This is an optimization exercise on Yosys and OpenROAD, whose aim is small area, a short achievable clock period and few clock cycles, not a production implementation.

==> module wn_dot, before the edit <==
module wn_dot #(
   parameter int unsigned NCH  = 16,
   parameter int unsigned DW   = 8,
   parameter int unsigned AW   = 4,
   parameter int unsigned ACCW = 2*DW+AW,
   parameter int unsigned OW   = DW
) (
   input  logic                     clk,
   input  logic                     xrst,
   input  logic                     start,
   input  logic [AW-1:0]            len,
   input  logic                     relu,
   output logic [AW-1:0]            x_raddr,
   input  logic signed [DW-1:0]     x_rdata,
   output logic [NCH*AW-1:0]        w_raddr,
   input  logic signed [NCH*DW-1:0] w_rdata,
   output logic [NCH*OW-1:0]        y,
   output logic                     busy,
   output logic                     finish
);
   localparam logic [ACCW-1:0] K_TERM = 20'hfab00;
   localparam int unsigned NCOPY = 8;
   localparam int unsigned SPLIT = 12;
   logic          r_busy;
   logic          r_run;       
   logic [AW-1:0] r_addr;
   logic [AW-1:0] r_len_m1;
   logic          r_relu;
   logic          r_first1;    
   logic          r_last1, r_last2;
   logic          r_finish;
   logic [ACCW-1:0] w_pre;     
   logic w_accept, w_fetch, w_last;
   assign w_accept = start & ~r_busy;
   assign w_fetch  = w_accept | r_run;
   assign w_last   = w_accept ? (len == AW'(1)) : (r_run & (r_addr == r_len_m1));
   always_ff @(posedge clk or negedge xrst) begin
      if (!xrst) begin
         r_busy   <= 1'b0;
         r_run    <= 1'b0;
         r_addr   <= '0;
         r_len_m1 <= '0;
         r_relu   <= 1'b0;
         r_first1 <= 1'b0;
         r_last1  <= 1'b0;
         r_last2  <= 1'b0;
         r_finish <= 1'b0;
      end else begin
         r_busy   <= w_accept | (r_busy & ~r_last2);
         r_run    <= w_fetch & ~w_last;
         r_addr   <= (w_fetch & ~w_last) ? r_addr + AW'(1) : '0;
         if (w_accept) begin
            r_len_m1 <= len - AW'(1);
            r_relu   <= relu;
         end
         r_first1 <= w_accept;
         r_last1  <= w_last;
         r_last2  <= r_last1;
         r_finish <= r_last2;
      end
   end
   assign w_pre = ACCW'({r_len_m1 + AW'(1) == '0, AW'(r_len_m1 + AW'(1))}) * K_TERM;
   logic [3:0] w_one, w_two, w_neg;
   always_comb begin
      for (int k = 0; k < 4; k++) begin
         logic b2, b1, b0;
         b2 = x_rdata[2*k+1];
         b1 = x_rdata[2*k];
         b0 = (k == 0) ? 1'b0 : x_rdata[2*k-1];
         w_one[k] = b1 ^ b0;
         w_two[k] = (b2 & ~b1 & ~b0) | (~b2 & b1 & b0);
         w_neg[k] = b2;
      end
   end
   logic [3:0] r_one0, r_two0, r_neg0;
   always_ff @(posedge clk) begin
      r_one0 <= w_one;
      r_two0 <= w_two;
      r_neg0 <= w_neg;
   end
   logic [3:0] r_one1, r_two1, r_neg1;
   always_ff @(posedge clk) begin
      r_one1 <= w_one;
      r_two1 <= w_two;
      r_neg1 <= ~w_neg;
   end
   logic [3:0] r_one2, r_two2, r_neg2;
   always_ff @(posedge clk) begin
      r_one2 <= w_one;
      r_two2 <= ~w_two;
      r_neg2 <= w_neg;
   end
   logic [3:0] r_one3, r_two3, r_neg3;
   always_ff @(posedge clk) begin
      r_one3 <= w_one;
      r_two3 <= ~w_two;
      r_neg3 <= ~w_neg;
   end
   logic [3:0] r_one4, r_two4, r_neg4;
   always_ff @(posedge clk) begin
      r_one4 <= ~w_one;
      r_two4 <= w_two;
      r_neg4 <= w_neg;
   end
   logic [3:0] r_one5, r_two5, r_neg5;
   always_ff @(posedge clk) begin
      r_one5 <= ~w_one;
      r_two5 <= w_two;
      r_neg5 <= ~w_neg;
   end
   logic [3:0] r_one6, r_two6, r_neg6;
   always_ff @(posedge clk) begin
      r_one6 <= ~w_one;
      r_two6 <= ~w_two;
      r_neg6 <= w_neg;
   end
   logic [3:0] r_one7, r_two7, r_neg7;
   always_ff @(posedge clk) begin
      r_one7 <= ~w_one;
      r_two7 <= ~w_two;
      r_neg7 <= ~w_neg;
   end
   logic [DW-1:0]   r_w   [NCH];
   logic [ACCW-1:0] r_acc [NCH];    
   logic [ACCW-1:0] w_sum [NCH];
   logic            r_cs  [NCH];    
   logic            w_cs  [NCH];
   for (genvar c = 0; c < NCH; c++) begin : g_ch
      logic [ACCW-1:0] w_ain;
      logic [3:0]      w_c_one, w_c_two, w_c_neg;
      assign w_ain = r_acc[c];
      always_comb begin
         if (c / (NCH / NCOPY) == 0) begin
            w_c_one = r_one0;
            w_c_two = r_two0;
            w_c_neg = r_neg0;
         end
         else if (c / (NCH / NCOPY) == 1) begin
            w_c_one = r_one1;
            w_c_two = r_two1;
            w_c_neg = ~r_neg1;
         end
         else if (c / (NCH / NCOPY) == 2) begin
            w_c_one = r_one2;
            w_c_two = ~r_two2;
            w_c_neg = r_neg2;
         end
         else if (c / (NCH / NCOPY) == 3) begin
            w_c_one = r_one3;
            w_c_two = ~r_two3;
            w_c_neg = ~r_neg3;
         end
         else if (c / (NCH / NCOPY) == 4) begin
            w_c_one = ~r_one4;
            w_c_two = r_two4;
            w_c_neg = r_neg4;
         end
         else if (c / (NCH / NCOPY) == 5) begin
            w_c_one = ~r_one5;
            w_c_two = r_two5;
            w_c_neg = ~r_neg5;
         end
         else if (c / (NCH / NCOPY) == 6) begin
            w_c_one = ~r_one6;
            w_c_two = ~r_two6;
            w_c_neg = r_neg6;
         end
         else if (c / (NCH / NCOPY) == 7) begin
            w_c_one = ~r_one7;
            w_c_two = ~r_two7;
            w_c_neg = ~r_neg7;
         end
         else begin
            w_c_one = r_one0;
            w_c_two = r_two0;
            w_c_neg = r_neg0;
         end
      end
      wn_dot_mac u_mac (.i_one(w_c_one), .i_two(w_c_two), .i_neg(w_c_neg), .i_w(r_w[c]),
                        .i_acc(w_ain), .i_cs(r_cs[c]), .o_cs(w_cs[c]),
                        .o_sum(w_sum[c]));
      always_ff @(posedge clk) begin
         r_w[c]   <= w_rdata[c*DW +: DW];
         r_acc[c] <= r_first1 ? w_pre : w_sum[c];
         r_cs[c]  <= w_cs[c] & ~r_first1;
      end
   end
   always_comb begin
      for (int c = 0; c < NCH; c++) begin
         logic [ACCW-1:SPLIT] hi;
         logic                cs, neg, top1, top0, in_range;
         hi   = r_acc[c][ACCW-1:SPLIT];
         cs   = r_cs[c];
         top1 = cs ? (hi == {{(ACCW-SPLIT-1){1'b1}}, 1'b0}) : (hi == '1);    
         top0 = cs ? (hi == '1) : (hi == '0);                               
         neg  = hi[ACCW-1] ^ (cs & (hi[ACCW-2:SPLIT] == '1));
         in_range = (top1 & (r_acc[c][SPLIT-1:OW-1] == '1)) | (top0 & (r_acc[c][SPLIT-1:OW-1] == '0));
         if (r_relu && neg) y[c*OW +: OW] = '0;
         else if (in_range) y[c*OW +: OW] = r_acc[c][OW-1:0];
         else if (neg)      y[c*OW +: OW] = {1'b1, {(OW-1){1'b0}}};
         else               y[c*OW +: OW] = {1'b0, {(OW-1){1'b1}}};
      end
   end
   assign x_raddr = r_addr;
   assign w_raddr = {NCH{r_addr}};
   assign busy    = r_busy;
   assign finish  = r_finish;
endmodule
Settings: LEC_CHECK=0, ABC_AREA=1, CAP_MARGIN=20, CORE_MARGIN=2, CORE_UTILIZATION=40, SETUP_SLACK_MARGIN=3.5, SLEW_MARGIN=20; clock period 8.0 ns.
run.sh (not shown) runs the stock make flow with config.mk's settings and CLKGATE_MAP_FILE= SYNTH_SCRIPT=/design/flow/synth_recipe.tcl, a recipe that flattens the netlist after the stock synthesis.
Edit:
--- a/flow/design.v
+++ b/flow/design.v
@@ -26,13 +26,13 @@
    logic [AW-1:0] r_addr;
    logic [AW-1:0] r_len_m1;
    logic          r_relu;
    logic          r_first1;    
    logic          r_last1, r_last2;
    logic          r_finish;
-   logic [ACCW-1:0] w_pre;     
+   logic [ACCW-1:0] r_pre;     
    logic w_accept, w_fetch, w_last;
    assign w_accept = start & ~r_busy;
    assign w_fetch  = w_accept | r_run;
    assign w_last   = w_accept ? (len == AW'(1)) : (r_run & (r_addr == r_len_m1));
    always_ff @(posedge clk or negedge xrst) begin
       if (!xrst) begin
@@ -56,13 +56,15 @@
          r_first1 <= w_accept;
          r_last1  <= w_last;
          r_last2  <= r_last1;
          r_finish <= r_last2;
       end
    end
-   assign w_pre = ACCW'({r_len_m1 + AW'(1) == '0, AW'(r_len_m1 + AW'(1))}) * K_TERM;
+   always_ff @(posedge clk) begin
+      if (w_accept) r_pre <= ACCW'({len == '0, len}) * K_TERM;
+   end
    logic [3:0] w_one, w_two, w_neg;
    always_comb begin
       for (int k = 0; k < 4; k++) begin
          logic b2, b1, b0;
          b2 = x_rdata[2*k+1];
          b1 = x_rdata[2*k];
@@ -178,30 +180,24 @@
       end
       wn_dot_mac u_mac (.i_one(w_c_one), .i_two(w_c_two), .i_neg(w_c_neg), .i_w(r_w[c]),
                         .i_acc(w_ain), .i_cs(r_cs[c]), .o_cs(w_cs[c]),
                         .o_sum(w_sum[c]));
       always_ff @(posedge clk) begin
          r_w[c]   <= w_rdata[c*DW +: DW];
-         r_acc[c] <= r_first1 ? w_pre : w_sum[c];
+         r_acc[c] <= r_first1 ? r_pre : w_sum[c];
          r_cs[c]  <= w_cs[c] & ~r_first1;
       end
    end
    always_comb begin
       for (int c = 0; c < NCH; c++) begin
-         logic [ACCW-1:SPLIT] hi;
-         logic                cs, neg, top1, top0, in_range;
-         hi   = r_acc[c][ACCW-1:SPLIT];
-         cs   = r_cs[c];
-         top1 = cs ? (hi == {{(ACCW-SPLIT-1){1'b1}}, 1'b0}) : (hi == '1);    
-         top0 = cs ? (hi == '1) : (hi == '0);                               
-         neg  = hi[ACCW-1] ^ (cs & (hi[ACCW-2:SPLIT] == '1));
-         in_range = (top1 & (r_acc[c][SPLIT-1:OW-1] == '1)) | (top0 & (r_acc[c][SPLIT-1:OW-1] == '0));
-         if (r_relu && neg) y[c*OW +: OW] = '0;
-         else if (in_range) y[c*OW +: OW] = r_acc[c][OW-1:0];
-         else if (neg)      y[c*OW +: OW] = {1'b1, {(OW-1){1'b0}}};
-         else               y[c*OW +: OW] = {1'b0, {(OW-1){1'b1}}};
+         logic [ACCW-1:0] a;
+         a = {r_acc[c][ACCW-1:SPLIT] + (ACCW-SPLIT)'(r_cs[c]), r_acc[c][SPLIT-1:0]};
+         if (r_relu && a[ACCW-1])                                y[c*OW +: OW] = '0;
+         else if (a[ACCW-1:OW-1] == '0 || a[ACCW-1:OW-1] == '1) y[c*OW +: OW] = a[OW-1:0];
+         else if (a[ACCW-1])                                     y[c*OW +: OW] = {1'b1, {(OW-1){1'b0}}};
+         else                                                    y[c*OW +: OW] = {1'b0, {(OW-1){1'b1}}};
       end
    end
    assign x_raddr = r_addr;
    assign w_raddr = {NCH{r_addr}};
    assign busy    = r_busy;
    assign finish  = r_finish;
Result: Area after synthesis went up by about 2.6%; die area went up by 2.6%; non-clock buffer count went up by 28; wire length went up by about 3.7%; clock-buffer cell count went up by 7; via count went up by 2.3%; setup slack degrades by 0.25 ns.
No functional check of the RTL was part of any run of this note.

[static timing again, ports no longer ideal]
The results above use ideal ports. As a check the final layouts listed here were re-extracted and re-timed, cells and wires unchanged.
Step 1 (the two cells are an assumption about what drives the block):
set clk [get_ports {clk}]
set_driving_cell -lib_cell sky130_fd_sc_hd__clkbuf_16 $clk
set_driving_cell -lib_cell sky130_fd_sc_hd__buf_2 [delete_from_list [all_inputs] $clk]
Step 2 moves the port delays by t, midway between the first and last clock arrival at a register: inputs arrive t later, outputs are due t later. That takes back most of the time a late clock gives input paths.
Slacks: no drivers / after step 1 / after step 2; pairs: no drivers / after step 1.
run	t (ns)	setup slack, ns	hold slack, ns	clock arrival spread, ns	pins driven straight from the clock port
the first run	0.724	3.610 / 3.539 / 3.680	0.348 / 0.348 / 0.348	0.038 / 0.039	1
the second run	0.744	3.363 / 3.288 / 3.125	0.352 / 0.352 / 0.352	0.039 / 0.039	1
After both steps setup and hold are still met in every run listed. The setup slack of the second run, which loses most, moves by -0.075 ns with the drivers and by -0.238 ns with both steps.
